Context: an optimization exercise on an open-source flow, tuned for small area and a short achievable clock period. The choices shown serve that exercise and are no tape-out recipe.
RTL that was checked went through simulation tests only; none was proved equivalent to the original.
For runs 4 and 5, only the layout was checked, not whether the RTL still works.
Power is estimated from default activity; no workload was simulated.

## config.mk

```make
export PLATFORM = sky130hd
export DESIGN_NAME = memoria_dados_nrisc
export DESIGN_NICKNAME = memoria_dados_nrisc
export VERILOG_FILES = /design/flow/design.v
export SDC_FILE = /design/flow/constraint.sdc
export NUM_CORES = 4
export LEC_CHECK = 0
export CAP_MARGIN = 20
export CORE_MARGIN = 2
export CORE_UTILIZATION = 40
export SETUP_SLACK_MARGIN = 0.3
export SLEW_MARGIN = 20
```

## constraint.sdc

```tcl
create_clock -name core_clock -period 4.0 [get_ports {Clock}]
set_input_delay 0.8000 -clock core_clock [delete_from_list [all_inputs] [get_ports {Clock}]]
set_output_delay 0.8000 -clock core_clock [all_outputs]
set_load 0.01 [all_outputs]
```

## design.v

```verilog
module memoria_dados_nrisc #(
  parameter int LARGURA_END = 8,
  parameter int LATENCIA    = 2
) (
  input  logic                   Clock,
  input  logic                   Reset_n,
  input  logic [LARGURA_END-1:0] EndMemDados,
  input  logic [7:0]             DadoEscritoMem,
  input  logic                   LerMem,
  input  logic                   EscMem,
  output logic [7:0]             DadoLidoMem,
  output logic                   Pronto,
  output logic                   Erro
  ,
  output logic [7:0]             PortaSaida
);
  typedef enum logic [1:0] {
    OCIOSO,
    ESPERA,
    RESPONDE
  } estado_t;
  localparam logic [3:0] LAT = 4'(LATENCIA);
  estado_t                estado_q, estado_d;
  logic [3:0]             cont_q, cont_d;
  logic [LARGURA_END-1:0] end_q, end_d;
  logic [7:0]             dado_q, dado_d;
  logic                   ler_q, ler_d;
  logic                   esc_q, esc_d;
  logic [7:0]             lido_q, lido_d;
  logic [7:0]             porta_q, porta_d;
  logic [7:0] mem [2**LARGURA_END];
  logic                   captura;
  logic                   entra_resp;
  logic [LARGURA_END-1:0] acc_end;
  logic [7:0]             acc_dado;
  logic                   acc_ler;
  logic                   acc_esc;
  logic                   eh_porta;
  logic                   we;
  assign captura = (estado_q == OCIOSO) && (LerMem || EscMem);
  always_comb begin
    acc_end  = end_q;
    acc_dado = dado_q;
    acc_ler  = ler_q;
    acc_esc  = esc_q;
    if (estado_q == OCIOSO) begin
      acc_end  = EndMemDados;
      acc_dado = DadoEscritoMem;
      acc_ler  = LerMem;
      acc_esc  = EscMem;
    end
  end
  assign eh_porta   = &acc_end;
  assign PortaSaida = porta_q;
  always_ff @(posedge Clock or negedge Reset_n) begin
    if (!Reset_n) begin
      estado_q <= OCIOSO;
      cont_q   <= '0;
      end_q    <= '0;
      dado_q   <= '0;
      ler_q    <= 1'b0;
      esc_q    <= 1'b0;
      lido_q   <= '0;
      porta_q  <= '0;
    end else begin
      estado_q <= estado_d;
      cont_q   <= cont_d;
      end_q    <= end_d;
      dado_q   <= dado_d;
      ler_q    <= ler_d;
      esc_q    <= esc_d;
      lido_q   <= lido_d;
      porta_q  <= porta_d;
    end
  end
  always_comb begin
    estado_d = estado_q;
    unique case (estado_q)
      OCIOSO:
        if (captura)
          estado_d = (LAT == 4'd0) ? RESPONDE : ESPERA;
      ESPERA:
        if (cont_q <= 4'd1)
          estado_d = RESPONDE;
      RESPONDE:
        estado_d = OCIOSO;
      default:
        estado_d = OCIOSO;
    endcase
  end
  assign entra_resp = (estado_d == RESPONDE) &&
                      (estado_q != RESPONDE);
  always_comb begin
    cont_d = cont_q;
    end_d  = end_q;
    dado_d = dado_q;
    ler_d  = ler_q;
    esc_d  = esc_q;
    if (captura) begin
      cont_d = LAT;
      end_d  = EndMemDados;
      dado_d = DadoEscritoMem;
      ler_d  = LerMem;
      esc_d  = EscMem;
    end else if (estado_q == ESPERA && cont_q != 4'd0) begin
      cont_d = cont_q - 4'd1;
    end else if (estado_q != ESPERA) begin
      cont_d = '0;
    end
  end
  always_comb begin
    lido_d  = '0;
    porta_d = porta_q;
    if (entra_resp && acc_ler && !acc_esc)
      lido_d = eh_porta ? porta_q : mem[acc_end];
    if (entra_resp && acc_esc && !acc_ler && eh_porta)
      porta_d = acc_dado;
  end
  assign we = Reset_n && entra_resp && acc_esc &&
              !acc_ler && !eh_porta;
  always_ff @(posedge Clock) begin
    if (we)
      mem[acc_end] <= acc_dado;
  end
  assign DadoLidoMem = lido_q;
  assign Pronto      = (estado_q == RESPONDE);
  assign Erro        = (estado_q == RESPONDE) && ler_q && esc_q;
endmodule
```

## run.sh

```bash
#!/bin/bash
# synth_recipe.tcl (not shown) runs the flow's synth.tcl, then flattens the netlist and writes it again
# the make line also repeats each setting of config.mk as NAME=value (left out here)
make -C /OpenROAD-flow-scripts/flow DESIGN_CONFIG=/design/flow/config.mk WORK_HOME=/design/flow/orfs CLKGATE_MAP_FILE= SYNTH_SCRIPT=/design/flow/synth_recipe.tcl finish
```

==> impl_metrics.yaml, run 1 <==
setup_path:
  crit_path_start: "estado_q[0]$_DFF_PN0_"
  r2r-end: "lido_q[6]$_DFF_PN0_"
  endpoint_of_the_most_critical_setup_path: "lido_q[6]$_DFF_PN0_"
  worst_ep_arrival_time_ps: 4320
  worst_path_most_repeated_cell: "sky130_fd_sc_hd__buf_4"
  timing.critical_path.required_ps: 4720
  rr_startpoint: "estado_q[0]$_DFF_PN0_"
  crit_path_max_fanout: 8
  critical_path_depth: 11
  timing.critical_path.slowest_stage_cell: "sky130_fd_sc_hd__a311oi_1"
  timing.critical_path.cells: "nor2_4, buf_4, mux2_2, buf_4, nand2_1, buf_12, a21oi_1, a311oi_1, o22ai_1, o21ai_0, a31oi_1"
  path_buf_inv: 3
  worst_setup_path_end_kind: "flop"
  timing.critical_path.from_type: "flop"
  r2r_setup_slack_ps: 400
  r2r_cells: 11
  crit_family: "compound AO/OA/AOI/OAI gates"
  cpPeakStageDelay_ps: 580
  critical_path_class: "flop to flop"
yosys:
  dominantRegCellSynth: "sky130_fd_sc_hd__edfxtp_1"
  synth_top_cells_by_count: "sky130_fd_sc_hd__edfxtp_1 (2,047), sky130_fd_sc_hd__o22ai_1 (908), sky130_fd_sc_hd__o21ai_0 (412), sky130_fd_sc_hd__nor2_1 (279), sky130_fd_sc_hd__buf_2 (200)"
  synthDominantCellAreaShare: 0.7968
  synthCells: 4661
  postSynthRegisterBits: 2087
  synth_cell_types: 58
  synth-seq-area-share: 0.8098
  syn_avg_cell_area_sq_um: 16.55
  synth_area_sq_mm: 0.07715
  synth_edf_count: 2047
  synth.largest_area_cell: "sky130_fd_sc_hd__edfxtp_1"
  yosys_warnings: 1
  synth.area.top_cells: "sky130_fd_sc_hd__edfxtp_1 (80%), sky130_fd_sc_hd__o22ai_1 (7.4%), sky130_fd_sc_hd__o21ai_0 (2.7%), sky130_fd_sc_hd__nor2_1 (1.4%), sky130_fd_sc_hd__buf_2 (1.3%)"
  yosys.cell_count.top_type: "sky130_fd_sc_hd__edfxtp_1"
  async_flop_share: 0.01917
die:
  num_io_pins: 38
  initial_core_util: 0.4014
  area_enclosed_by_the_die_boundary_sq_mm: 0.1964
  std_cell_rows: 161
  floorplan.die.width_um: 443.2
  floorplan.core_area_sq_mm: 0.1922
  die_height_um: 443.2
power_and_ir_drop:
  power_density_mw_per_mm2: 794.3
  max-vdd-ir-drop_mv: 0.6487
  total_leakage_power_uw: 0.02925
timing:
  fmaxAchievable_ghz: 0.2777
  final_max_slew_viol_count: 0
  timing.final.crit_period_ps: 3601
  maxSlewHeadroom: 0.3455
  rsz0062_at_grt: "true"
  min_period_over_period: 0.9002
  layout_skew_ps: 58.17
  transition_time_of_the_tightest_slew_check_pin_ps: 978.2
  finalSetupViolations: 0
  final-hold-violation-count: 0
  finalWorstSetupSlack_ps: 399.0
global_route:
  initial_antenna_violation_count: 5
  total_routing_usage_reported_by_global_routing: 0.2313
  met2_usage: 0.3567
  gr-usage-met3: 0.04331
  grt_util_met1: 0.3260
  pin_count_of_the_biggest_net_entering_global_routing: 125
  vias_in_the_first_global_route: 46600
  top_usage_layer: "met2"
  wire_length_of_the_first_global_routing_pass_um: 332000
  overflow: 0
route:
  final_antenna_net_count: 0
  drt_iter0_drc: 6564
  vias: 48710
  routed_via_density: 6.067
  drc: 0
  drt-total-wl_um: 233500
  dr_wl_cell_um: 29.09
  drt_pre_antenna_iters: 8
final_layout:
  fillCellCount: 16120
  nNetsFinal: 5348
  area.growth.synth_to_final_pct: 19.88
  utilization: 0.4812
  drive_gt1_frac: 0.1997
  fin_area_sq_mm: 0.09248
clock_tree:
  clkLatencyLatePin_ps: 870
  cts_buffer_count: 205
  postCtsHoldBufs: 0
  cts.reportedPaths.clkPinSlew_ps: 60
  count_of_clock_tree_sinks: 2087
  tritoncts_clock_tree: "built"
  cts-root-to-sink-buffers: 3
  clockRootBuffer: "sky130_fd_sc_hd__clkbuf_16"
  cts.htree.levels: 4
worst_hold_path:
  hp-class: "input pin to asynchronous set/reset pin"
placement:
  place.gp.congestion: 0.8904
  instance_area_after_placement_sq_mm: 0.08589
  detailedPlace.worstSlack_ps: -891.0
  buffer_ports.inserted: 37
  post-dp-hpwl_um: 146200
run:
  cap_violations: 0
status:
  outcome: "timing/DRC/antenna clean"
==> state kept, by name, summed over array words and instances (netlist names) <==
register  flops
estado_q      2
esc_q         1
cont_q        4
lido_q        8
ler_q         1
end_q         8
dado_q        8
mem        2047
porta_q       8
==> how the worst min path moves through the flow <==
stage | to | cells past startpoint | slack (ps) | from
2_1_floorplan | dado_q[0]$_DFFE_PN0P_ | 2 | 450 | dado_q[0]$_DFFE_PN0P_
3_3_place_gp | dado_q[0]$_DFFE_PN0P_ | 2 | 460 | dado_q[0]$_DFFE_PN0P_
3_5_place_dp | dado_q[5]$_DFFE_PN0P_ | 2 | 460 | dado_q[5]$_DFFE_PN0P_
4_1_cts | end_q[3]$_DFFE_PN0P_ | 2 | 100 | Reset_n
5_1_grt | dado_q[3]$_DFFE_PN0P_ | 2 | 170 | Reset_n
6_report | dado_q[3]$_DFFE_PN0P_ | 2 | 150 | Reset_n
==> placed cells by master (no fill, tap or decap), drive strengths merged, types with 23 or more instances in the layout <==
master         netlist  layout
edfxtp            2047    2047
o22ai              908     908
buf                241     748
o21ai              425     425
nor2               283     283
clkbuf              94     259
a22oi              131     131
nand2              115     115
clkinv               0      96
a41oi               79      79
nand3               55      55
nor3                50      50
a21oi               42      42
dfrtp               40      40
clkdlybuf4s50        0      36
o311ai              23      23
==> layer usage <==
metal / share of wire / wire, um
met1: 0.40 / 93870
met2: 0.46 / 107400
met3: 0.099 / 23040
met4: 0.039 / 9212
met5: 0.00012 / 27
==> final cells by class <==
type | count | area [sq um] | area share
clock buffers | 258 | 5329 | 0.05762
repair buffers | 785 | 7077 | 0.07652
flip-flops and latches | 2087 | 62470 | 0.6755
inverters | 7 | 26.28 | 0.0002841
diodes | 6 | 15.01 | 0.0001623
well taps | 2526 | 3161 | 0.03417
multi-input cells | 2239 | 13380 | 0.1447
clock inverters | 121 | 1022 | 0.01105
==> what timing repair did <==
item	4_1_cts	5_1_grt
resized for setup	5	23
pin swaps	2	3
setup buffers	5	3
gates cloned	1	1
setup endpoints to repair	7	100
==> metrics by stage <==
stage	hold slack (ps)	TNS [ps]	instances	total power (uW)
2_1_floorplan	445.5	0	4667	40690
3_3_place_gp	456.6	-4131	7634	54330
3_5_place_dp	462.7	-4089	7634	54640
4_1_cts	103.4	0	8019	73000
5_1_grt	165.7	0	8023	75460
6_report	152.5	0	8029	73460
==> cells by family (layout without fill, tap and decap cells) <==
family          Yosys count  in the layout  synth area share
xor+xnor                  2              2         0.0002271
simple gates            556            556           0.03148
flops                  2087           2087            0.8098
mux                      13             13          0.001898
compound gates         1657           1658            0.1339
buf+inv                 342           1171           0.02222
fa+ha+maj                 3              3         0.0004866
other cells               1             13        0.00004861
==> where the power goes <==
group	leakage [uW]	internal, uW	switching, uW	total (uW)
clock	0.00310	10200	8240	18400
sequential	0.0190	28300	193	28500
combinational	0.00711	8190	18400	26600
total	0.0293	46700	26800	73500
==> run 2, diff against run 1 <==
==> design.v (replaced) <==
module memoria_dados_nrisc #(
  parameter int LARGURA_END = 8,
  parameter int LATENCIA    = 2
) (
  input  logic                   Clock,
  input  logic                   Reset_n,
  input  logic [LARGURA_END-1:0] EndMemDados,
  input  logic [7:0]             DadoEscritoMem,
  input  logic                   LerMem,
  input  logic                   EscMem,
  output logic [7:0]             DadoLidoMem,
  output logic                   Pronto,
  output logic                   Erro
  ,
  output logic [7:0]             PortaSaida
);
  localparam int S0 = 5;            
  localparam int NG = 256 >> S0;    
  logic ocioso_q, esp1_q, esp2_q, resp_q;
  logic [7:4] end_q;               
  logic [15:0] lo_q;               
  logic [7:0] dado_q;
  logic       ler_q, esc_q;
  logic [7:0] lido_q, porta_q;
  logic       erro_q;
  logic [7:0] r0_q [NG];
  logic [7:0] r1_q;
  logic        rd_q, wrp_q;
  logic [15:0] whi_q, whin_q;
  logic [7:0] mem [255];
  logic [7:0] palavra [256];
  logic        req, so_ler, so_esc, eh_porta;
  assign req      = LerMem | EscMem;
  assign so_ler   = ler_q & ~esc_q;
  assign so_esc   = esc_q & ~ler_q;
  assign eh_porta = (&end_q) & lo_q[15];
  always_ff @(posedge Clock or negedge Reset_n) begin
    if (!Reset_n) begin
      ocioso_q <= 1'b1;
      esp1_q   <= 1'b0;
      esp2_q   <= 1'b0;
      resp_q   <= 1'b0;
      erro_q   <= 1'b0;
      lido_q   <= '0;
      porta_q  <= '0;
      rd_q     <= 1'b0;
      wrp_q    <= 1'b0;
      whi_q    <= '0;
      whin_q   <= '1;
    end else begin
      ocioso_q <= (ocioso_q & ~req) | resp_q;
      esp1_q   <= ocioso_q & req;
      esp2_q   <= esp1_q;
      resp_q   <= esp2_q;
      erro_q   <= esp2_q & ler_q & esc_q;
      lido_q   <= rd_q ? r1_q : 8'h00;
      if (wrp_q)
        porta_q <= dado_q;
      rd_q     <= esp1_q & so_ler;
      wrp_q    <= esp1_q & so_esc & eh_porta;
      for (int i = 0; i < 16; i++) begin
        whi_q[i]  <=   esp1_q & so_esc & (end_q[7:4] == 4'(i));
        whin_q[i] <= ~(esp1_q & so_esc & (end_q[7:4] == 4'(i)));
      end
    end
  end
  always_ff @(posedge Clock) begin
    if (ocioso_q) begin
      end_q  <= EndMemDados[7:4];
      for (int j = 0; j < 16; j++)
        lo_q[j] <= (EndMemDados[3:0] == 4'(j));
      dado_q <= DadoEscritoMem;
      ler_q  <= LerMem;
      esc_q  <= EscMem;
    end
    for (int g = 0; g < NG; g++)
      r0_q[g] <= r0_d[g];
    r1_q <= r0_q[end_q[7:S0]];
  end
  logic [(1<<S0)-1:0] sel0;
  logic [7:0]         r0_d [NG];
  always_comb begin
    for (int k = 0; k < (1<<S0); k++)
      sel0[k] = (EndMemDados[S0-1:0] == S0'(k));
    for (int g = 0; g < NG; g++) begin
      r0_d[g] = '0;
      for (int k = 0; k < (1<<S0); k++)
        r0_d[g] = r0_d[g] | ({8{sel0[k]}} & palavra[g*(1<<S0) + k]);
    end
  end
  for (genvar w = 0; w < 256; w++) begin : g_palavra
    if (w == 255) begin : g_porta
      assign palavra[w] = porta_q;
    end else begin : g_mem
      logic we, keep;
      assign we   = whi_q[w >> 4] & lo_q[w & 15];
      assign keep = whin_q[w >> 4] | ~lo_q[w & 15];
      always_ff @(posedge Clock)
        mem[w] <= ({8{we}} & dado_q) | ({8{keep}} & mem[w]);
      assign palavra[w] = mem[w];
    end
  end
  assign DadoLidoMem = lido_q;
  assign Pronto      = resp_q;
  assign Erro        = erro_q;
  assign PortaSaida  = porta_q;
endmodule
--- a/config.mk
+++ b/config.mk
@@ -7,6 +7,7 @@
 export LEC_CHECK = 0
 export CAP_MARGIN = 20
 export CORE_MARGIN = 2
-export CORE_UTILIZATION = 40
-export SETUP_SLACK_MARGIN = 0.3
+export CORE_UTILIZATION = 60
+export PLACE_DENSITY = 0.7
+export SETUP_SLACK_MARGIN = 1.8
 export SLEW_MARGIN = 20
==> run 2 against run 1 <==
Net effect: register-to-register slack better by 1400 ps; via count increased by 44%; combinational power decreased by 97%; maximum frequency grew 57%; largest cell class unchanged.
==> impl_metrics.yaml, run 2 <==
status:
  outcome: "timing/DRC/antenna clean"
timing:
  finalWorstSetupSlack_ps: 1702
  min_period_over_period: 0.5745
  rsz0062_at_grt: "true"
  timing.final.crit_period_ps: 2298
  finalSetupViolations: 0
  maxSlewHeadroom: 0.2121
  fmaxAchievable_ghz: 0.4351
  layout_skew_ps: 39.34
  final-hold-violation-count: 0
  transition_time_of_the_tightest_slew_check_pin_ps: 1182
  final_max_slew_viol_count: 0
final_layout:
  nNetsFinal: 7180
  max_flop_register: "mem"
  final_common_cell: "sky130_fd_sc_hd__dfxtp_1"
  fillCellCount: 10310
  area.growth.synth_to_final_pct: 12.70
  final_cells: 9141
  utilization: 0.6812
  footprint_of_the_multi_input_gates_sq_mm: 0.03572
  mostFrequentLayoutCells: "sky130_fd_sc_hd__dfxtp_1 (2,112), sky130_fd_sc_hd__a22o_1 (2,102), sky130_fd_sc_hd__a22oi_1 (529), sky130_fd_sc_hd__and3_1 (308), sky130_fd_sc_hd__nand3_1 (264)"
  regArea_sq_mm: 0.04459
  drive_gt1_frac: 0.1262
  largest_registers: "mem (2040), r0_q (64)"
  largest_register_ffs: 2040
die:
  num_io_pins: 38
  floorplan.core_area_sq_mm: 0.1373
  area_enclosed_by_the_die_boundary_sq_mm: 0.1413
  initial_core_util: 0.6044
  std_cell_rows: 136
  floorplan.die.width_um: 375.9
  die_height_um: 375.9
route:
  vias: 70150
  dr_wl_cell_um: 36.30
  drt_pre_antenna_iters: 8
  final_antenna_net_count: 0
  drc: 0
  routed_via_density: 7.674
  drt-total-wl_um: 331800
  drt_iter0_drc: 11590
clock_tree:
  cts.reportedPaths.clkPinSlew_ps: 60
  cts_buffer_count: 211
  postCtsHoldBufs: 0
  cts.htree.levels: 4
  clkLatencyLatePin_ps: 870
  clockRootBuffer: "sky130_fd_sc_hd__clkbuf_16"
  tritoncts_clock_tree: "built"
  cts-root-to-sink-buffers: 3
  count_of_clock_tree_sinks: 2197
yosys:
  synth.area.top_cells: "sky130_fd_sc_hd__dfxtp_1 (51%), sky130_fd_sc_hd__a22o_1 (22%), sky130_fd_sc_hd__a22oi_1 (4.9%), sky130_fd_sc_hd__clkbuf_1 (3.4%), sky130_fd_sc_hd__and3_1 (2.6%)"
  synth.largest_area_cell: "sky130_fd_sc_hd__dfxtp_1"
  yosys_warnings: 5
  synthDominantCellAreaShare: 0.5094
  async_flop_share: 0.02503
  yosys.cell_count.top_type: "sky130_fd_sc_hd__dfxtp_1"
  synth_edf_count: 30
  synth_top_cells_by_count: "sky130_fd_sc_hd__dfxtp_1 (2,112), sky130_fd_sc_hd__a22o_1 (2,102), sky130_fd_sc_hd__clkbuf_1 (759), sky130_fd_sc_hd__a22oi_1 (544), sky130_fd_sc_hd__and3_1 (341)"
  synth_area_sq_mm: 0.08300
  dominantRegCellSynth: "sky130_fd_sc_hd__dfxtp_1"
  synthCells: 7676
  synth_cell_types: 58
  synth-seq-area-share: 0.5371
  syn_avg_cell_area_sq_um: 10.81
  postSynthRegisterBits: 2197
setup_path:
  worst_setup_path_end_kind: "flop"
  worst_ep_arrival_time_ps: 3040
  crit_path_max_fanout: 18
  critical_path_class: "input pin to flop"
  r2r_setup_slack_ps: 1750
  timing.critical_path.from_type: "input pin"
  rr_startpoint: "lo_q[12]$_DFFE_PP_"
  r2r_cells: 3
  r2r-end: "mem[188][7]$_DFF_P_"
  timing.critical_path.required_ps: 4740
power_and_ir_drop:
  pwr-share-seq: 0.508
  post-layout-total-power_uw: 43200
  netsw_uw: 9455
  max-vdd-ir-drop_mv: 0.3868
  pwr-share-comb: 0.020
  power_switching_share: 0.2189
  total_leakage_power_uw: 0.03685
  power_density_mw_per_mm2: 461.9
  pwr-share-clk: 0.473
  intPower_uw: 33750
global_route:
  wire_length_of_the_first_global_routing_pass_um: 470000
  initial_antenna_violation_count: 24
  overflow: 0
  total_routing_usage_reported_by_global_routing: 0.4486
  pin_count_of_the_biggest_net_entering_global_routing: 141
  vias_in_the_first_global_route: 65720
run:
  cap_violations: 0
worst_hold_path:
  hp-class: "input pin to asynchronous set/reset pin"
placement:
  post-dp-hpwl_um: 200100
  detailedPlace.worstSlack_ps: -82.81
  place.gp.congestion: 0.9543
  number_of_instances_in_the_placed_design: 8643
  buffer_ports.inserted: 37
-- run 2: metrics by stage --
stage               cell area [sq um]  TNS [ps]  hold WS, ps
floorplan                       84080         0        346.6
global placement                84340    -111.0        377.0
detailed placement              84360    -82.81        370.4
CTS                             92590         0        63.72
global route                    93490         0        81.68
finish                          93540         0        23.26
-- run 2: repair_timing --
item,4_1_cts,5_1_grt
gates cloned,9,7
setup endpoints to repair,594,74
resized for setup,196,90
setup buffers,56,26
pin swaps,20,54
-- run 2: cells by family (layout without fill, tap and decap cells) --
| family | count (synthesis) | count (layout) | share of synthesized area |
|---|---|---|---|
| flops | 2197 | 2197 | 0.5371 |
| mux | 120 | 120 | 0.01655 |
| simple gates | 1384 | 1389 | 0.09784 |
| compound gates | 2893 | 2893 | 0.2975 |
| buf+inv | 1082 | 728 | 0.05100 |
| other cells | 0 | 20 | 0 |
-- run 2: worst max-delay path by stage --
stage	slack [ps]	endpoint	cells after the start	start
5_1_grt	1730	PortaSaida[6]	1	porta_q[6]$_DFFE_PN0P_
6_report	1700	r0_q[7][1]$_DFF_P_	8	EndMemDados[4]
3_3_place_gp	-110	r0_q[4][3]$_DFF_P_	8	EndMemDados[1]
3_5_place_dp	-80	r0_q[4][3]$_DFF_P_	8	EndMemDados[1]
4_1_cts	1720	r0_q[4][3]$_DFF_P_	7	EndMemDados[0]
2_1_floorplan	1490	r0_q[1][0]$_DFF_P_	9	EndMemDados[0]
-- run 2: cell type report --
cell class              instances  share of cell area
diodes                         20           0.0005351
clock buffers                 328             0.06876
clock inverters                52            0.006180
inverters                      14           0.0005618
multi-input cells            4402              0.3819
flip-flops and latches       2197              0.4767
well taps                    1794             0.02400
repair buffers                334             0.04133
-- run 2: power groups by stage --
stage | Clock, uW | Combinational (uW) | Sequential, uW
6_report | 20400 | 858 | 21900
3_3_place_gp | 0 | 631 | 22400
3_5_place_dp | 0 | 634 | 22400
2_1_floorplan | 0 | 317 | 22400
5_1_grt | 21200 | 827 | 21900
4_1_cts | 20300 | 728 | 21900
-- run 2: layer usage --
layer / share of wire / wire length [um] / vias to the layer above / track usage
met2: 0.41 / 135300 / 5759 / 0.6260
met5: 0.00036 / 119 / - / 0
met4: 0.068 / 22640 / 18 / 0.2698
li1: - / - / 28440 / -
met3: 0.15 / 49130 / 1217 / 0.1572
met1: 0.38 / 124600 / 34710 / 0.5951
-- run 2: worst max-delay path, cell delays in order --
cell	delay, ps
sky130_fd_sc_hd__buf_12	180
sky130_fd_sc_hd__buf_16	220
sky130_fd_sc_hd__nand4bb_1	220
sky130_fd_sc_hd__nor2_4	80
sky130_fd_sc_hd__buf_4	250
sky130_fd_sc_hd__a22oi_1	460
sky130_fd_sc_hd__nand4_1	210
sky130_fd_sc_hd__or4_1	540
==> run 3, diff against run 2 <==
--- a/design.v
+++ b/design.v
@@ -17,9 +17,7 @@
   localparam int S0 = 5;            
   localparam int NG = 256 >> S0;    
   logic ocioso_q, esp1_q, esp2_q, resp_q;
-  logic [7:4] end_q;               
-  logic [15:0] lo_q;               
-  logic [7:0] dado_q;
+  logic [7:0] end_q, dado_q;
   logic       ler_q, esc_q;
   logic [7:0] lido_q, porta_q;
   logic       erro_q;
@@ -30,10 +28,11 @@
   logic [7:0] mem [255];
   logic [7:0] palavra [256];
   logic        req, so_ler, so_esc, eh_porta;
+  logic [15:0] lo;
   assign req      = LerMem | EscMem;
   assign so_ler   = ler_q & ~esc_q;
   assign so_esc   = esc_q & ~ler_q;
-  assign eh_porta = (&end_q) & lo_q[15];
+  assign eh_porta = &end_q;
   always_ff @(posedge Clock or negedge Reset_n) begin
     if (!Reset_n) begin
       ocioso_q <= 1'b1;
@@ -66,9 +65,7 @@
   end
   always_ff @(posedge Clock) begin
     if (ocioso_q) begin
-      end_q  <= EndMemDados[7:4];
-      for (int j = 0; j < 16; j++)
-        lo_q[j] <= (EndMemDados[3:0] == 4'(j));
+      end_q  <= EndMemDados;
       dado_q <= DadoEscritoMem;
       ler_q  <= LerMem;
       esc_q  <= EscMem;
@@ -77,6 +74,9 @@
       r0_q[g] <= r0_d[g];
     r1_q <= r0_q[end_q[7:S0]];
   end
+  always_comb
+    for (int j = 0; j < 16; j++)
+      lo[j] = (end_q[3:0] == 4'(j));
   logic [(1<<S0)-1:0] sel0;
   logic [7:0]         r0_d [NG];
   always_comb begin
@@ -93,8 +93,8 @@
       assign palavra[w] = porta_q;
     end else begin : g_mem
       logic we, keep;
-      assign we   = whi_q[w >> 4] & lo_q[w & 15];
-      assign keep = whin_q[w >> 4] | ~lo_q[w & 15];
+      assign we   = whi_q[w >> 4] & lo[w & 15];
+      assign keep = whin_q[w >> 4] | ~lo[w & 15];
       always_ff @(posedge Clock)
         mem[w] <= ({8{we}} & dado_q) | ({8{keep}} & mem[w]);
       assign palavra[w] = mem[w];
--- a/config.mk
+++ b/config.mk
@@ -8,6 +8,8 @@
 export CAP_MARGIN = 20
 export CORE_MARGIN = 2
 export CORE_UTILIZATION = 60
+export CTS_CLUSTER_DIAMETER = 60
+export CTS_CLUSTER_SIZE = 30
 export PLACE_DENSITY = 0.7
 export SETUP_SLACK_MARGIN = 1.8
 export SLEW_MARGIN = 20
==> run 3 against run 2 <==
Net effect: sequential power about the same; register-to-register slack got worse by 60 ps; critical path type unchanged; still clean; synthesized cell count increased by 21%; maximum frequency decreased by 2.1%.
==> impl_metrics.yaml, run 3 <==
die:
  std_cell_rows: 134
  initial_core_util: 0.6025
  die_height_um: 369.6
  area_enclosed_by_the_die_boundary_sq_mm: 0.1366
  num_io_pins: 38
  floorplan.core_area_sq_mm: 0.1331
  floorplan.die.width_um: 369.6
setup_path:
  cpPeakStageDelay_ps: 610
  worst_setup_path_end_kind: "flop"
  timing.critical_path.cells: "buf_8, nor3b_4, and2_4, buf_12, a22oi_1, nand4_1, or4_1"
  timing.critical_path.from_type: "input pin"
  critical_path_class: "input pin to flop"
  timing.critical_path.required_ps: 4780
  timing.critical_path.slowest_stage_cell: "sky130_fd_sc_hd__and2_4"
  worst_ep_arrival_time_ps: 3130
  crit_path_max_fanout: 24
final_layout:
  nNetsFinal: 8959
  mostFrequentLayoutCells: "sky130_fd_sc_hd__nand2_1 (2,260), sky130_fd_sc_hd__dfxtp_1 (2,112), sky130_fd_sc_hd__o21ai_0 (1,973), sky130_fd_sc_hd__a22oi_1 (680), sky130_fd_sc_hd__buf_4 (225)"
  utilization: 0.6717
  area.growth.synth_to_final_pct: 11.50
  largest_register_ffs: 2040
  max_flop_register: "mem"
  fillCellCount: 10860
  largest_registers: "mem (2040), r0_q (64)"
  footprint_of_the_multi_input_gates_sq_mm: 0.03365
  final_common_cell: "sky130_fd_sc_hd__nand2_1"
  drive_gt1_frac: 0.1257
  regArea_sq_mm: 0.04423
yosys:
  syn_avg_cell_area_sq_um: 8.611
  synthCells: 9314
  dominantRegCellSynth: "sky130_fd_sc_hd__dfxtp_1"
  synth_area_sq_mm: 0.08020
  synth_top_cells_by_count: "sky130_fd_sc_hd__nand2_1 (2,272), sky130_fd_sc_hd__dfxtp_1 (2,112), sky130_fd_sc_hd__o21ai_0 (1,974), sky130_fd_sc_hd__clkbuf_1 (830), sky130_fd_sc_hd__a22oi_1 (784)"
  yosys_warnings: 5
  yosys.cell_count.top_type: "sky130_fd_sc_hd__nand2_1"
  synth-seq-area-share: 0.5513
  synth_edf_count: 18
  synthDominantCellAreaShare: 0.5272
  synth.largest_area_cell: "sky130_fd_sc_hd__dfxtp_1"
  async_flop_share: 0.02517
  synth.area.top_cells: "sky130_fd_sc_hd__dfxtp_1 (53%), sky130_fd_sc_hd__o21ai_0 (12%), sky130_fd_sc_hd__nand2_1 (11%), sky130_fd_sc_hd__a22oi_1 (7.3%), sky130_fd_sc_hd__clkbuf_1 (3.9%)"
  synth_cell_types: 56
  postSynthRegisterBits: 2185
global_route:
  total_routing_usage_reported_by_global_routing: 0.4545
  wire_length_of_the_first_global_routing_pass_um: 458300
  overflow: 0
  pin_count_of_the_biggest_net_entering_global_routing: 134
  vias_in_the_first_global_route: 66930
  initial_antenna_violation_count: 31
placement:
  buffer_ports.inserted: 37
  post-dp-hpwl_um: 194000
  place.gp.congestion: 0.9783
route:
  vias: 74060
  drt-total-wl_um: 327300
  drt_iter0_drc: 11870
  drt_pre_antenna_iters: 10
  drc: 0
  routed_via_density: 6.831
  dr_wl_cell_um: 30.19
  final_antenna_net_count: 0
timing:
  transition_time_of_the_tightest_slew_check_pin_ps: 1240
  finalSetupViolations: 0
  maxSlewHeadroom: 0.1654
  setup_total_negative_slack_ps: 0
  min_period_over_period: 0.5869
  final_max_slew_viol_count: 0
  rsz0062_at_grt: "true"
  timing.final.crit_period_ps: 2348
  final-hold-violation-count: 0
  fmaxAchievable_ghz: 0.4260
  layout_skew_ps: 32.78
clock_tree:
  cts_buffer_count: 141
  cts.htree.levels: 4
  clockRootBuffer: "sky130_fd_sc_hd__clkbuf_16"
  postCtsHoldBufs: 0
  tritoncts_clock_tree: "built"
  cts.reportedPaths.clkPinSlew_ps: 90
  cts-root-to-sink-buffers: 3
  count_of_clock_tree_sinks: 2185
  clkLatencyLatePin_ps: 850
power_and_ir_drop:
  total_leakage_power_uw: 0.03117
  power_density_mw_per_mm2: 428.7
  pwr-share-clk: 0.414
  post-layout-total-power_uw: 38340
  power_switching_share: 0.2309
  netsw_uw: 8851
  pwr-share-comb: 0.019
  max-vdd-ir-drop_mv: 0.4783
  pwr-share-seq: 0.568
  intPower_uw: 29490
run:
  cap_violations: 0
status:
  outcome: "timing/DRC/antenna clean"
worst_hold_path:
  hp-class: "input pin to asynchronous set/reset pin"
-- run 3: changes by cell type after synthesis, moves of 229 or more --
cell,previous run,this run
sky130_fd_sc_hd__a22o_1,2102,59
sky130_fd_sc_hd__a22oi_1,544,784
sky130_fd_sc_hd__and3_1,341,38
sky130_fd_sc_hd__buf_1,239,10
sky130_fd_sc_hd__nand2_1,29,2272
sky130_fd_sc_hd__nand2b_1,263,4
sky130_fd_sc_hd__nand3_1,279,23
sky130_fd_sc_hd__o21ai_0,13,1974
sky130_fd_sc_hd__or2_2,2,257
-- run 3: kinds of logic after synthesis --
group	Yosys count	share of synthesized area
AO/OA/AOI/OAI	3076	0.2223
AND/OR/NAND/NOR	2955	0.1598
flip-flops	2185	0.5513
buffers and inverters	942	0.04613
multiplexers	156	0.02044
-- run 3: timing repair --
item / in CTS / in global routing
setup endpoints to repair: 2033 / 901
cloned: 27 / 15
pin swaps: 25 / 26
gates resized for setup: 192 / 97
buffers inserted: 80 / 90
-- run 3: metrics by stage --
stage,setup slack [ps],hold slack [ps],std cells,instance area [sq um]
floorplan,1526,346.6,9314,81200
detailed placement,391.4,356.0,10350,81620
global placement,441.9,351.5,10350,81590
finish,1653,63.21,10840,89420
global route,1722,95.33,10830,89380
CTS,1754,98.41,10710,87880
-- run 3: power groups by stage --
stage | Clock [uW] | Combinational, uW | Sequential, uW
2_1_floorplan | 0 | 230 | 22300
3_3_place_gp | 0 | 440 | 22300
3_5_place_dp | 0 | 446 | 22300
4_1_cts | 15800 | 546 | 21800
5_1_grt | 16600 | 675 | 21800
6_report | 15900 | 710 | 21800
-- run 3: worst max-delay path: cells and delay by family --
family / cells / cell delay (ps)
buffers and inverters: 2 / 450
AO/OA/AOI/OAI: 1 / 140
AND/OR/NAND/NOR: 4 / 1680
-- run 3: final timing paths --
check / from / end / slack (ps) / depth (start not counted)
min in group core_clock: EndMemDados[3] / end_q[3]$_DFFE_PP_ / 290 / 1
max in group asynchronous: Reset_n / resp_q$_DFF_PN0_ / 3190 / 1
min reg2reg: esp2_q$_DFF_PN0_ / resp_q$_DFF_PN0_ / 390 / 0
max reg2reg: end_q[5]$_DFFE_PP_ / r1_q[7]$_DFF_P_ / 1690 / 6
min: Reset_n / lido_q[5]$_DFF_PN0_ / 60 / 1
max: EndMemDados[3] / r0_q[2][1]$_DFF_P_ / 1650 / 7
-- run 3: final cells by class --
cell class	count	area share
multi-input cells	6210	0.3763
diodes	26	0.0007276
inverters	19	0.0007975
well taps	1768	0.02474
flip-flops and latches	2185	0.4946
clock inverters	93	0.01156
repair buffers	382	0.04953
clock buffers	159	0.04170
-- run 3: per-layer routing --
layer,vias up,global-route usage,part of all wire
li1,31560,-,-
met1,35080,0.5639,0.35
met2,5698,0.6527,0.40
met3,1713,0.1621,0.15
met4,16,0.3235,0.092
met5,-,0.01816,0.00079
==> run 4, diff against run 3 <==
--- a/design.v
+++ b/design.v
@@ -47,7 +47,7 @@
       whi_q    <= '0;
       whin_q   <= '1;
     end else begin
-      ocioso_q <= (ocioso_q & ~req) | resp_q;
+      ocioso_q <= ~((ocioso_q & req) | esp1_q | esp2_q);
       esp1_q   <= ocioso_q & req;
       esp2_q   <= esp1_q;
       resp_q   <= esp2_q;
--- a/config.mk
+++ b/config.mk
@@ -11,5 +11,5 @@
 export CTS_CLUSTER_DIAMETER = 60
 export CTS_CLUSTER_SIZE = 30
 export PLACE_DENSITY = 0.7
-export SETUP_SLACK_MARGIN = 1.8
+export SETUP_SLACK_MARGIN = 1.7
 export SLEW_MARGIN = 20
==> run 4 against run 3 <==
Net effect: register-to-register slack worse by 70 ps; non-clock buffer count down 19; design area increased by 1.6%; first-iteration DRC count is 5.7% higher; worst hold slack got worse by 15 ps; core utilization barely moved; via count is 2.3% higher; critical path type unchanged; largest cell class unchanged.
==> impl_metrics.yaml, run 4 <==
status:
  outcome: "timing/DRC/antenna clean"
setup_path:
  worst_setup_path_end_kind: "flop"
  timing.critical_path.required_ps: 4680
  rr_startpoint: "end_q[1]$_DFFE_PP_"
  r2r_setup_slack_ps: 1620
  crit_path_max_fanout: 8
  r2r_cells: 7
  worst_ep_arrival_time_ps: 3070
  critical_path_class: "input pin to flop"
  r2r-end: "mem[189][5]$_DFF_P_"
  timing.critical_path.from_type: "input pin"
die:
  initial_core_util: 0.6045
  std_cell_rows: 135
  die_height_um: 373.2
  floorplan.core_area_sq_mm: 0.1353
  num_io_pins: 38
  floorplan.die.width_um: 373.2
  area_enclosed_by_the_die_boundary_sq_mm: 0.1393
global_route:
  wire_length_of_the_first_global_routing_pass_um: 479100
  total_routing_usage_reported_by_global_routing: 0.4662
  pin_count_of_the_biggest_net_entering_global_routing: 91
  overflow: 0
  initial_antenna_violation_count: 30
  vias_in_the_first_global_route: 68490
route:
  routed_via_density: 6.883
  final_antenna_net_count: 0
  vias: 75800
  drt-total-wl_um: 341500
  drt_pre_antenna_iters: 10
  dr_wl_cell_um: 31.01
  drt_iter0_drc: 12550
  drc: 0
final_layout:
  area.growth.synth_to_final_pct: 11.10
  final_common_cell: "sky130_fd_sc_hd__nand2_1"
  mostFrequentLayoutCells: "sky130_fd_sc_hd__nand2_1 (2,243), sky130_fd_sc_hd__dfxtp_1 (2,112), sky130_fd_sc_hd__o21ai_0 (2,013), sky130_fd_sc_hd__a22oi_1 (487), sky130_fd_sc_hd__and3_1 (311)"
  largest_register_ffs: 2040
  nNetsFinal: 9122
  utilization: 0.6717
  final_cells: 11010
  max_flop_register: "mem"
  drive_gt1_frac: 0.1235
  largest_registers: "mem (2040), r0_q (64)"
timing:
  layout_skew_ps: 43.28
  fmaxAchievable_ghz: 0.4180
  timing.final.crit_period_ps: 2393
  min_period_over_period: 0.5981
  final_max_slew_viol_count: 0
  transition_time_of_the_tightest_slew_check_pin_ps: 933.9
  rsz0062_at_grt: "true"
  finalSetupViolations: 0
  final-hold-violation-count: 0
  maxSlewHeadroom: 0.3759
clock_tree:
  cts.reportedPaths.clkPinSlew_ps: 90
  postCtsHoldBufs: 0
  clockRootBuffer: "sky130_fd_sc_hd__clkbuf_16"
  cts-root-to-sink-buffers: 3
  cts_buffer_count: 142
  clkLatencyLatePin_ps: 850
  count_of_clock_tree_sinks: 2185
  tritoncts_clock_tree: "built"
  cts.htree.levels: 4
yosys:
  dominantRegCellSynth: "sky130_fd_sc_hd__dfxtp_1"
  yosys.cell_count.top_type: "sky130_fd_sc_hd__nand2_1"
  synthCells: 9535
  synth.largest_area_cell: "sky130_fd_sc_hd__dfxtp_1"
  async_flop_share: 0.02517
  synth-seq-area-share: 0.5406
  synth_cell_types: 61
  syn_avg_cell_area_sq_um: 8.578
  postSynthRegisterBits: 2185
  synthDominantCellAreaShare: 0.5169
  yosys_warnings: 5
  synth_edf_count: 18
  synth_top_cells_by_count: "sky130_fd_sc_hd__nand2_1 (2,255), sky130_fd_sc_hd__dfxtp_1 (2,112), sky130_fd_sc_hd__o21ai_0 (2,013), sky130_fd_sc_hd__clkbuf_1 (888), sky130_fd_sc_hd__a22oi_1 (499)"
  synth_area_sq_mm: 0.08179
  synth.area.top_cells: "sky130_fd_sc_hd__dfxtp_1 (52%), sky130_fd_sc_hd__o21ai_0 (12%), sky130_fd_sc_hd__nand2_1 (10%), sky130_fd_sc_hd__a22oi_1 (4.6%), sky130_fd_sc_hd__clkbuf_1 (4.1%)"
worst_hold_path:
  hp-class: "input pin to asynchronous set/reset pin"
placement:
  number_of_instances_in_the_placed_design: 10620
  buffer_ports.inserted: 37
  post-dp-hpwl_um: 211200
  place.gp.congestion: 0.9943
run:
  cap_violations: 0
power_and_ir_drop:
  max-vdd-ir-drop_mv: 0.4761
  total_leakage_power_uw: 0.03314
  power_density_mw_per_mm2: 486.5
[run 4: cell count changes in the layout (fill, tap and decap cells not counted), sizes merged, moves of 78 or more]
cell	previous run	this run
a22oi	784	499
and3	38	314
nand4	184	79
a2111oi	12	106
mux2	22	102
nand3	24	102
[run 4: how the worst max path moves through the flow]
stage	slack (ps)	depth (start not counted)	end	start
global placement	-60	7	r0_q[2][5]$_DFF_P_	EndMemDados[4]
floorplan	1450	9	r0_q[4][5]$_DFF_P_	EndMemDados[2]
finish	1610	8	r0_q[2][7]$_DFF_P_	EndMemDados[4]
detailed placement	-70	7	r0_q[2][5]$_DFF_P_	EndMemDados[4]
global route	1600	7	mem[189][1]$_DFF_P_	end_q[1]$_DFFE_PP_
CTS	1640	7	r0_q[2][5]$_DFF_P_	EndMemDados[2]
[run 4: critical path, stage by stage]
cell	delay [ps]
sky130_fd_sc_hd__buf_2	190
sky130_fd_sc_hd__buf_12	180
sky130_fd_sc_hd__and3b_2	300
sky130_fd_sc_hd__bufbuf_16	320
sky130_fd_sc_hd__and3_1	220
sky130_fd_sc_hd__a2111oi_2	370
sky130_fd_sc_hd__nand3_1	130
sky130_fd_sc_hd__or4_1	540
[run 4: layout make-up]
type,instances,area [sq um]
Fill cell,11100,44430
Sequential cell,2185,44230
Multi-Input combinational cell,6395,35230
Timing Repair Buffer,363,4145
Clock buffer,163,3830
Tap cell,1781,2228
Clock inverter,88,1097
Inverter,15,56.30
Antenna cell,22,55.05
[run 4: layer usage]
layer,GRT usage,routed length (um),vias to the layer above,share of wire
li1,-,-,32160,-
met1,0.6139,125500,36270,0.37
met2,0.6510,136600,5930,0.40
met3,0.1670,54270,1433,0.16
met4,0.2871,24930,12,0.073
met5,0,189,-,0.00055
[run 4: power by group]
| part | switching [uW] | leakage (uW) | total [uW] | internal [uW] |
|---|---|---|---|---|
| logic | 3300 | 0.0129 | 4440 | 1140 |
| clock network | 8390 | 0.00239 | 16300 | 7910 |
| registers | 718 | 0.0179 | 23500 | 22800 |
| total | 12400 | 0.0331 | 44200 | 31800 |
[run 4: cell families (layout without fill, tap and decap cells)]
kind of cell | Yosys count | count (layout) | synth area share
muxes | 253 | 253 | 0.03252
AOI/OAI and AO/OA | 2924 | 2924 | 0.2080
DFF | 2185 | 2185 | 0.5406
buffers and inverters | 969 | 629 | 0.04522
other | 0 | 22 | 0
and+or+nand+nor | 3204 | 3218 | 0.1736
[run 4: timing repair]
item / 4_1_cts / 5_1_grt
pin swaps: 21 / 21
gates resized for setup: 220 / 95
endpoints found under the setup margin: 2010 / 543
buffers inserted: 56 / 31
cloned: 23 / 7
[run 4: per-stage QoR]
step                      setup TNS, ps  setup WS [ps]  hold slack (ps)  cell area [sq um]  total power [uW]
after global routing                  0           1605            89.98              90820             45010
final                                 0           1607            47.96              90870             44210
after global placement           -58.72         -58.72            383.9              83590             27420
after detailed placement         -71.56         -71.56            390.5              83660             27530
after CTS                             0           1643            82.45              90030             43550
after floorplan                       0           1455            368.1              82340             25490
==> run 5, diff against run 4 <==
--- a/design.v
+++ b/design.v
@@ -47,7 +47,7 @@
       whi_q    <= '0;
       whin_q   <= '1;
     end else begin
-      ocioso_q <= ~((ocioso_q & req) | esp1_q | esp2_q);
+      ocioso_q <= (ocioso_q & ~req) | resp_q;
       esp1_q   <= ocioso_q & req;
       esp2_q   <= esp1_q;
       resp_q   <= esp2_q;
@@ -71,23 +71,12 @@
       esc_q  <= EscMem;
     end
     for (int g = 0; g < NG; g++)
-      r0_q[g] <= r0_d[g];
+      r0_q[g] <= palavra[{(8-S0)'(g), EndMemDados[S0-1:0]}];
     r1_q <= r0_q[end_q[7:S0]];
   end
   always_comb
     for (int j = 0; j < 16; j++)
       lo[j] = (end_q[3:0] == 4'(j));
-  logic [(1<<S0)-1:0] sel0;
-  logic [7:0]         r0_d [NG];
-  always_comb begin
-    for (int k = 0; k < (1<<S0); k++)
-      sel0[k] = (EndMemDados[S0-1:0] == S0'(k));
-    for (int g = 0; g < NG; g++) begin
-      r0_d[g] = '0;
-      for (int k = 0; k < (1<<S0); k++)
-        r0_d[g] = r0_d[g] | ({8{sel0[k]}} & palavra[g*(1<<S0) + k]);
-    end
-  end
   for (genvar w = 0; w < 256; w++) begin : g_palavra
     if (w == 255) begin : g_porta
       assign palavra[w] = porta_q;
--- a/config.mk
+++ b/config.mk
@@ -7,9 +7,6 @@
 export LEC_CHECK = 0
 export CAP_MARGIN = 20
 export CORE_MARGIN = 2
-export CORE_UTILIZATION = 60
-export CTS_CLUSTER_DIAMETER = 60
-export CTS_CLUSTER_SIZE = 30
-export PLACE_DENSITY = 0.7
-export SETUP_SLACK_MARGIN = 1.7
+export CORE_UTILIZATION = 40
+export SETUP_SLACK_MARGIN = 0.3
 export SLEW_MARGIN = 20
==> run 5 against run 4 <==
Net effect: critical path depth shrank 2; clock power rose by 27%; critical path type is now flop to flop; via count is 0.24% lower; critical endpoint is now mem[161][5]$_DFF_P_; worst setup slack got worse by 890 ps; sequential cell count stayed put; global-route usage down 16 points; sequential share of layout area decreased by 0.60 points; non-clock buffer count is 84 lower; sequential power decreased by 7%; still clean; maximum frequency decreased by 27%.
==> impl_metrics.yaml, run 5 <==
status:
  outcome: "timing/DRC/antenna clean"
setup_path:
  r2r-end: "mem[161][5]$_DFF_P_"
  crit_path_max_fanout: 46
  worst_setup_path_end_kind: "flop"
  crit_family: "simple AND/OR/NAND/NOR gates"
  timing.critical_path.required_ps: 4720
  rr_startpoint: "end_q[0]$_DFFE_PP_"
  path_buf_inv: 1
  r2r_cells: 6
  timing.critical_path.from_type: "flop"
  critical_path_depth: 6
  timing.critical_path.cells: "nor2b_1, nand2_4, buf_4, or2_2, nand2_1, o21ai_0"
  critical_path_class: "flop to flop"
  cpPeakStageDelay_ps: 690
  r2r_setup_slack_ps: 720
  endpoint_of_the_most_critical_setup_path: "mem[161][5]$_DFF_P_"
  worst_ep_arrival_time_ps: 4000
  crit_path_start: "end_q[0]$_DFFE_PP_"
  timing.critical_path.slowest_stage_cell: "sky130_fd_sc_hd__nor2b_1"
final_layout:
  final_common_cell: "sky130_fd_sc_hd__nand2_1"
  fillCellCount: 19820
  regArea_sq_mm: 0.04422
  final_cells: 12200
  max_flop_register: "mem"
  largest_register_ffs: 2040
  mostFrequentLayoutCells: "sky130_fd_sc_hd__nand2_1 (2,193), sky130_fd_sc_hd__dfxtp_1 (2,112), sky130_fd_sc_hd__o21ai_0 (1,925), sky130_fd_sc_hd__nand3_1 (912), sky130_fd_sc_hd__a22oi_1 (299)"
  drive_gt1_frac: 0.09776
  area.growth.synth_to_final_pct: 11.98
  footprint_of_the_multi_input_gates_sq_mm: 0.03413
  utilization: 0.4501
  largest_registers: "mem (2040), r0_q (64)"
  nNetsFinal: 9343
route:
  dr_wl_cell_um: 27.28
  drt-total-wl_um: 332800
  drt_iter0_drc: 10110
  drt_pre_antenna_iters: 7
  final_antenna_net_count: 0
  routed_via_density: 6.199
  drc: 0
  vias: 75620
power_and_ir_drop:
  netsw_uw: 9649
  max-vdd-ir-drop_mv: 0.5493
  pwr-share-clk: 0.478
  pwr-share-comb: 0.018
  power_density_mw_per_mm2: 470.7
  intPower_uw: 33650
  pwr-share-seq: 0.504
  power_switching_share: 0.2228
  total_leakage_power_uw: 0.03223
timing:
  fmaxAchievable_ghz: 0.3049
  finalHoldWorstSlack_ps: 63.24
  transition_time_of_the_tightest_slew_check_pin_ps: 1133
  min_period_over_period: 0.8200
  timing.final.crit_period_ps: 3280
  layout_skew_ps: 38.20
  final-hold-violation-count: 0
  finalSetupViolations: 0
  maxSlewHeadroom: 0.2449
  setup_total_negative_slack_ps: 0
  rsz0062_at_grt: "false"
  final_max_slew_viol_count: 0
yosys:
  synth_area_sq_mm: 0.08216
  syn_avg_cell_area_sq_um: 8.332
  synth_cell_types: 49
  synth.area.top_cells: "sky130_fd_sc_hd__dfxtp_1 (51%), sky130_fd_sc_hd__o21ai_0 (12%), sky130_fd_sc_hd__nand2_1 (10%), sky130_fd_sc_hd__nand3_1 (5.6%), sky130_fd_sc_hd__clkbuf_1 (4.3%)"
  synth_edf_count: 18
  synth.largest_area_cell: "sky130_fd_sc_hd__dfxtp_1"
  postSynthRegisterBits: 2185
  yosys_warnings: 4
  synthDominantCellAreaShare: 0.5146
  synthCells: 9860
  async_flop_share: 0.02517
  dominantRegCellSynth: "sky130_fd_sc_hd__dfxtp_1"
  yosys.cell_count.top_type: "sky130_fd_sc_hd__nand2_1"
  synth_top_cells_by_count: "sky130_fd_sc_hd__nand2_1 (2,203), sky130_fd_sc_hd__dfxtp_1 (2,112), sky130_fd_sc_hd__o21ai_0 (1,925), sky130_fd_sc_hd__clkbuf_1 (941), sky130_fd_sc_hd__nand3_1 (918)"
  synth-seq-area-share: 0.5382
placement:
  post-dp-hpwl_um: 214700
  buffer_ports.inserted: 37
  number_of_instances_in_the_placed_design: 11800
  place.gp.congestion: 0.9454
die:
  floorplan.core_area_sq_mm: 0.2044
  std_cell_rows: 166
  num_io_pins: 38
  initial_core_util: 0.4020
  floorplan.die.width_um: 457.2
  area_enclosed_by_the_die_boundary_sq_mm: 0.2090
  die_height_um: 457.2
global_route:
  total_routing_usage_reported_by_global_routing: 0.3068
  wire_length_of_the_first_global_routing_pass_um: 482500
  overflow: 0
  grt_util_met1: 0.4037
  pin_count_of_the_biggest_net_entering_global_routing: 156
  initial_antenna_violation_count: 27
  top_usage_layer: "met2"
  gr-usage-met3: 0.06673
  vias_in_the_first_global_route: 70680
  met2_usage: 0.4590
clock_tree:
  post_cts.repair.setup_buffers: 0
  cts_buffer_count: 214
  cts.htree.levels: 4
  tritoncts_clock_tree: "built"
  cts-root-to-sink-buffers: 3
  cts.reportedPaths.clkPinSlew_ps: 60
  count_of_clock_tree_sinks: 2185
  cts_resized: 0
  clockRootBuffer: "sky130_fd_sc_hd__clkbuf_16"
  clkLatencyLatePin_ps: 900
  postCtsHoldBufs: 0
run:
  cap_violations: 0
worst_hold_path:
  hp-class: "input pin to asynchronous set/reset pin"
==> run 5: cell count changes after synthesis, sizes merged, moves of 51 or more <==
cell     before   now
nand3       101   918
a22oi       499   299
and3        314   153
nand4        79   239
mux2i       151     8
mux2        102    12
o22ai        63     0
o32a          3    63
a2111oi     106    48
clkbuf      888   941
nand2      2255  2203
nor2         62    11
==> run 5: metrics by stage <==
step	setup slack, ps	total power (uW)	instance area, sq um
6_report	720.1	43300	91990
5_1_grt	671.5	44240	91980
4_1_cts	771.5	43310	91980
3_5_place_dp	9.612	23050	84800
3_3_place_gp	143.5	23040	84790
2_1_floorplan	1159	22650	82160
==> run 5: power by group through the flow <==
stage	clock network, uW	registers [uW]	logic, uW
2_1_floorplan	0	22300	359
3_3_place_gp	0	22300	737
3_5_place_dp	0	22300	739
4_1_cts	20700	21800	740
5_1_grt	21600	21800	779
6_report	20700	21800	780
==> run 5: final cells by class <==
class	instances	share of cell area
diodes	7	0.0001904
clock buffers	319	0.06851
clock inverters	77	0.009466
inverters	18	0.0007345
multi-input cells	6625	0.3710
flip-flops and latches	2185	0.4807
well taps	2688	0.03656
repair buffers	279	0.03291
==> run 5: worst min path at each step <==
stage | startpoint | end | slack (ps) | cells after the start
after detailed placement | esp2_q$_DFF_PN0_ | resp_q$_DFF_PN0_ | 380 | 0
after global routing | Reset_n | esp1_q$_DFF_PN0_ | 100 | 1
after floorplan | esp2_q$_DFF_PN0_ | resp_q$_DFF_PN0_ | 350 | 0
final | Reset_n | porta_q[1]$_DFFE_PN0P_ | 60 | 1
after global placement | esp2_q$_DFF_PN0_ | resp_q$_DFF_PN0_ | 360 | 0
after CTS | Reset_n | esp1_q$_DFF_PN0_ | 70 | 1
==> run 5: kinds of logic after synthesis <==
kind of cell | after synthesis | synth area share
mux | 32 | 0.005909
flops | 2185 | 0.5382
buf+inv | 1050 | 0.04956
simple gates | 3961 | 0.2216
compound gates | 2632 | 0.1847
==> run 5: metal layers <==
metal  routed length [um]  vias to the layer above
met5                  161                        -
met4                22550                       24
met3                36910                     1111
met2               141900                     4720
met1               131200                    36580
li1                     -                    33180
==> run 6, diff against run 5 <==
==> design.v (replaced) <==
module memoria_dados_nrisc #(
  parameter int LARGURA_END = 8,
  parameter int LATENCIA    = 2
) (
  input  logic                   Clock,
  input  logic                   Reset_n,
  input  logic [LARGURA_END-1:0] EndMemDados,
  input  logic [7:0]             DadoEscritoMem,
  input  logic                   LerMem,
  input  logic                   EscMem,
  output logic [7:0]             DadoLidoMem,
  output logic                   Pronto,
  output logic                   Erro
  ,
  output logic [7:0]             PortaSaida
);
  logic ocioso_q, esp1_q, esp2_q, resp_q;
  logic [2:0]  grp_q;              
  logic [31:0] sel_q;              
  logic [7:0]  dado_q;
  logic        ler_q, esc_q;
  logic [7:0] lido_q, porta_q;
  logic       erro_q;
  logic [7:0] r1_q [8];
  logic       rd_q, wrp_q;
  logic [7:0] whi_q, whin_q;
  logic [7:0] mem [255];
  logic [7:0] palavra [256];
  logic [7:0] r1_d [8];
  logic req, so_ler, so_esc, eh_porta;
  assign req      = LerMem | EscMem;
  assign so_ler   = ler_q & ~esc_q;
  assign so_esc   = esc_q & ~ler_q;
  assign eh_porta = (&grp_q) & sel_q[31];
  always_ff @(posedge Clock or negedge Reset_n) begin
    if (!Reset_n) begin
      ocioso_q <= 1'b1;
      esp1_q   <= 1'b0;
      esp2_q   <= 1'b0;
      resp_q   <= 1'b0;
      erro_q   <= 1'b0;
      lido_q   <= '0;
      porta_q  <= '0;
      rd_q     <= 1'b0;
      wrp_q    <= 1'b0;
      whi_q    <= '0;
      whin_q   <= '1;
    end else begin
      ocioso_q <= ~((ocioso_q & req) | esp1_q | esp2_q);
      esp1_q   <= ocioso_q & req;
      esp2_q   <= esp1_q;
      resp_q   <= esp2_q;
      erro_q   <= esp2_q & ler_q & esc_q;
      lido_q   <= rd_q ? r1_q[grp_q] : 8'h00;
      if (wrp_q)
        porta_q <= dado_q;
      rd_q     <= esp1_q & so_ler;
      wrp_q    <= esp1_q & so_esc & eh_porta;
      for (int g = 0; g < 8; g++) begin
        whi_q[g]  <=   esp1_q & so_esc & (grp_q == 3'(g));
        whin_q[g] <= ~(esp1_q & so_esc & (grp_q == 3'(g)));
      end
    end
  end
  always_ff @(posedge Clock) begin
    if (ocioso_q) begin
      grp_q  <= EndMemDados[7:5];
      for (int k = 0; k < 32; k++)
        sel_q[k] <= (EndMemDados[4:0] == 5'(k));
      dado_q <= DadoEscritoMem;
      ler_q  <= LerMem;
      esc_q  <= EscMem;
    end
    for (int g = 0; g < 8; g++)
      r1_q[g] <= r1_d[g];
  end
  always_comb
    for (int g = 0; g < 8; g++) begin
      r1_d[g] = '0;
      for (int k = 0; k < 32; k++)
        r1_d[g] = r1_d[g] | ({8{sel_q[k]}} & palavra[g*32 + k]);
    end
  for (genvar w = 0; w < 256; w++) begin : g_palavra
    if (w == 255) begin : g_porta
      assign palavra[w] = porta_q;
    end else begin : g_mem
      logic we, keep;
      assign we   = whi_q[w >> 5] & sel_q[w & 31];
      assign keep = whin_q[w >> 5] | ~sel_q[w & 31];
      always_ff @(posedge Clock)
        mem[w] <= ({8{we}} & dado_q) | ({8{keep}} & mem[w]);
      assign palavra[w] = mem[w];
    end
  end
  assign DadoLidoMem = lido_q;
  assign Pronto      = resp_q;
  assign Erro        = erro_q;
  assign PortaSaida  = porta_q;
endmodule
--- a/config.mk
+++ b/config.mk
@@ -7,6 +7,9 @@
 export LEC_CHECK = 0
 export CAP_MARGIN = 20
 export CORE_MARGIN = 2
-export CORE_UTILIZATION = 40
-export SETUP_SLACK_MARGIN = 0.3
+export CORE_UTILIZATION = 60
+export CTS_CLUSTER_DIAMETER = 60
+export CTS_CLUSTER_SIZE = 30
+export PLACE_DENSITY = 0.7
+export SETUP_SLACK_MARGIN = 1.95
 export SLEW_MARGIN = 20
==> run 6 against run 5 <==
Net effect: largest cell class unchanged; sequential power up 59%; core utilization up 21 points; critical path type unchanged; global-route usage up 8.9 points; sequential share of layout area up 3.0 points; synthesized area down 2.6%; final cell count down 31%; synthesized cell count down 28%; via count down 15%; wire length down 10%; count of clock-buffer cells in the layout down 166; largest power group unchanged; power up 71%; critical path depth down 2.
==> impl_metrics.yaml, run 6 <==
power_and_ir_drop:
  max-vdd-ir-drop_mv: 0.4821
  post-layout-total-power_uw: 74100
  total_leakage_power_uw: 0.03328
  power_density_mw_per_mm2: 850.8
route:
  final_antenna_net_count: 0
  drt-total-wl_um: 298600
  drt_iter0_drc: 9960
  wl_met1_um: 111800
  vias: 64070
  dr_wl_cell_um: 35.42
  total_length_of_routed_met3_wires_um: 40740
  routed_via_density: 7.600
  drc: 0
  drt_pre_antenna_iters: 9
  met2_wl_post_dr_um: 125400
  routed.top_layer: "met5"
setup_path:
  timing.critical_path.slowest_stage_cell: "sky130_fd_sc_hd__nand2b_1"
  timing.critical_path.from_type: "flop"
  critical_path_depth: 4
  worst_ep_arrival_time_ps: 3030
  timing.critical_path.required_ps: 4710
  path_buf_inv: 2
  worst_setup_path_end_kind: "flop"
  timing.critical_path.cells: "buf_12, buf_6, nand2b_1, a22o_1"
  crit_path_max_fanout: 42
  critical_path_class: "flop to flop"
  r2r_cells: 4
  cpPeakStageDelay_ps: 560
  crit_family: "buffers and inverters"
timing:
  maxSlewHeadroom: 0.2924
  final-hold-violation-count: 0
  timing.final.crit_period_ps: 2324
  fmaxAchievable_ghz: 0.4302
  finalSetupViolations: 0
  finalWorstSetupSlack_ps: 1676
  layout_skew_ps: 30.57
  rsz0062_at_grt: "true"
  setup_total_negative_slack_ps: 0
  min_period_over_period: 0.5811
  transition_time_of_the_tightest_slew_check_pin_ps: 1061
  final_max_slew_viol_count: 0
status:
  outcome: "timing/DRC/antenna clean"
final_layout:
  mostFrequentLayoutCells: "sky130_fd_sc_hd__dfxtp_1 (2,104), sky130_fd_sc_hd__a22o_1 (2,040), sky130_fd_sc_hd__a22oi_1 (914), sky130_fd_sc_hd__nand2b_1 (262), sky130_fd_sc_hd__nand4_1 (256)"
  regArea_sq_mm: 0.04447
  drive_gt1_frac: 0.1169
  footprint_of_the_multi_input_gates_sq_mm: 0.03118
  final_common_cell: "sky130_fd_sc_hd__dfxtp_1"
  max_flop_register: "mem"
  fin_area_sq_mm: 0.08710
  largest_register_ffs: 2040
  area.growth.synth_to_final_pct: 8.881
  final_cells: 8430
  nNetsFinal: 6587
  largest_registers: "mem (2040), r1_q (64), sel_q (32)"
  fillCellCount: 9825
yosys:
  adder_cell_area_share_of_the_yosys_netlist: 0
  synth_edf_count: 45
  syn_avg_cell_area_sq_um: 11.30
  synth_area_sq_mm: 0.08000
  yosys.cell_count.top_type: "sky130_fd_sc_hd__dfxtp_1"
  synthMuxAreaShare: 0.002393
  synth.area.top_cells: "sky130_fd_sc_hd__dfxtp_1 (53%), sky130_fd_sc_hd__a22o_1 (22%), sky130_fd_sc_hd__a22oi_1 (9.6%), sky130_fd_sc_hd__buf_2 (2.2%), sky130_fd_sc_hd__nand2b_1 (2.1%)"
  post_synth_and_or_nand_nor_area_fraction: 0.05615
  dominantRegCellSynth: "sky130_fd_sc_hd__dfxtp_1"
  synth_top_cells_by_count: "sky130_fd_sc_hd__dfxtp_1 (2,104), sky130_fd_sc_hd__a22o_1 (2,040), sky130_fd_sc_hd__a22oi_1 (1,023), sky130_fd_sc_hd__clkbuf_1 (404), sky130_fd_sc_hd__buf_2 (355)"
  synth-compound-area-share: 0.3232
  synth.largest_area_cell: "sky130_fd_sc_hd__dfxtp_1"
  synth-seq-area-share: 0.5558
  postSynthRegisterBits: 2188
  synth_top_family_by_area: "compound AO/OA/AOI/OAI gates"
  yosys_warnings: 5
  synthCells: 7080
  synthDominantCellAreaShare: 0.5265
  synth-xor-area-share: 0
  synth_cell_types: 41
  async_flop_share: 0.01782
placement:
  instance_area_after_placement_sq_mm: 0.07986
  number_of_instances_in_the_placed_design: 8053
  detailedPlace.worstSlack_ps: 1460
  place.gp.congestion: 0.9049
  buffer_ports.inserted: 37
  post-dp-hpwl_um: 168700
run:
  cap_violations: 0
clock_tree:
  clockRootBuffer: "sky130_fd_sc_hd__clkbuf_16"
  count_of_clock_tree_sinks: 2188
  clkLatencyLatePin_ps: 800
  cts.reportedPaths.clkPinSlew_ps: 90
  cts-root-to-sink-buffers: 3
  tritoncts_clock_tree: "built"
  cts_buffer_count: 140
  cts.htree.levels: 4
die:
  floorplan.core_area_sq_mm: 0.1320
  area_enclosed_by_the_die_boundary_sq_mm: 0.1363
  std_cell_rows: 133
  initial_core_util: 0.6062
  floorplan.die.width_um: 369.1
  die_height_um: 369.1
  num_io_pins: 38
global_route:
  wire_length_of_the_first_global_routing_pass_um: 403700
  pin_count_of_the_biggest_net_entering_global_routing: 103
  initial_antenna_violation_count: 7
  total_routing_usage_reported_by_global_routing: 0.3956
  vias_in_the_first_global_route: 57430
  overflow: 0
worst_hold_path:
  hp-class: "input pin to asynchronous set/reset pin"
[run 6: cell types whose count changed in the layout (fill, tap and decap cells not counted), sizes merged, moves of 63 or more]
cell	previous run	this run
buf	244	334
a22oi	299	1024
clkbuf	319	171
nand2b	49	265
nand3	918	5
nand2	2203	7
o21ai	2045	8
o32a	63	0
a22o	0	2040
or2	257	2
and3	153	1
[run 6: through the flow]
| stage | utilization | hold slack, ps |
|---|---|---|
| 6_report | 0.6600 | 175.0 |
| 5_1_grt | 0.6600 | 200.2 |
| 2_1_floorplan | - | 367.6 |
| 3_5_place_dp | 0.6052 | 400.0 |
| 4_1_cts | 0.6494 | 178.9 |
| 3_3_place_gp | 0.6050 | 390.4 |
[run 6: routing by layer]
metal  vias up  GRT usage
met1     31590     0.5480
met5         -          0
li1      26460          -
met2      5019     0.5798
met3       999    0.08911
met4         6     0.2010
[run 6: power breakdown]
part           internal (uW)  switching (uW)  total, uW
Combinational          10300           13200      23500
Clock                   7480            8390      15900
Sequential             29700            4960      34700
[run 6: final cells by class]
cell class | instances | share of cell area
Antenna cell | 2 | 0.00005746
Clock buffer | 153 | 0.04268
Clock inverter | 95 | 0.01250
Inverter | 10 | 0.0004310
Multi-Input combinational cell | 3853 | 0.3580
Sequential cell | 2188 | 0.5106
Tap cell | 1755 | 0.02521
Timing Repair Buffer | 374 | 0.05055
[run 6: path summary, 6_finish.rpt]
check                               startpoint             endpoint  slack [ps]
max                        sel_q[26]$_DFFE_PP_   mem[90][7]$_DFF_P_        1680
min                                    Reset_n     erro_q$_DFF_PN0_         180
max reg2reg                sel_q[26]$_DFFE_PP_   mem[90][7]$_DFF_P_        1680
min reg2reg                   esp2_q$_DFF_PN0_     resp_q$_DFF_PN0_         420
max in group asynchronous              Reset_n  whin_q[7]$_DFF_PN1_        2990
min in group core_clock       esp2_q$_DFF_PN0_     resp_q$_DFF_PN0_         420
[run 6: worst reg2reg max path, cell delays in order (launching register included)]
cell and delay (ps):
sky130_fd_sc_hd__edfxtp_1 550, sky130_fd_sc_hd__buf_12 180, sky130_fd_sc_hd__buf_6 540, sky130_fd_sc_hd__nand2b_1 580
sky130_fd_sc_hd__a22o_1 390
[run 6: logic make-up after synthesis]
kind of cell	count (synthesis)
AO/OA/AOI/OAI	3111
flip-flops	2188
buffers and inverters	1039
AND/OR/NAND/NOR	724
multiplexers	18
[run 6: what timing repair did]
item | in CTS | in global routing
gates cloned | 4 | 24
endpoints found under the setup margin | 800 | 94
resized for setup | 154 | 161
setup buffers | 77 | 22
pin swaps | 14 | 69
hold buffers | 0 | 0

-- port drivers added, routing unchanged --
How much do the figures lean on ideal ports? The routed layouts below were timed once more, with nothing changed but the port constraints.
Step 1, drivers: a clkbuf_16 drives Clock and a buf_2 each remaining input, both assumed.
Step 2, shift: input delay + t, output delay - t, t = (earliest + latest rising clock arrival at the registers) / 2. This alone moves slack from input paths to output paths.
a / b / c = ideal / step 1 / step 2; a / b = the first two.
run	shift t [ns]	setup slack, ns	hold WS [ns]	latest minus earliest clock arrival (ns)	worst register clock-pin slew, ns	worst data-port slew with drivers (ns)
run 1	0.934	0.399 / 0.399 / -0.470	0.153 / 0.092 / 0.479	0.070 / 0.070	0.07 / 0.07	0.10
run 2	0.934	1.702 / 1.636 / 0.784	0.023 / -0.032 / 0.402	0.041 / 0.041	0.07 / 0.07	0.08
run 3	0.913	1.652 / 1.633 / 0.720	0.063 / 0.011 / 0.385	0.043 / 0.043	0.10 / 0.10	0.24
run 4	0.905	1.607 / 1.570 / 0.665	0.048 / -0.010 / 0.409	0.048 / 0.048	0.10 / 0.10	0.25
run 5	0.978	0.720 / 0.720 / -0.113	0.063 / -0.006 / 0.386	0.046 / 0.045	0.07 / 0.07	0.03
run 6	0.883	1.676 / 1.676 / 1.452	0.175 / 0.111 / 0.418	0.053 / 0.053	0.11 / 0.11	0.04
With both steps, setup timing fails in run 1 and run 5, where it was met with ideal ports. The setup slack of run 4, which loses most, moves by -0.037 ns with the drivers and by -0.942 ns with both steps.
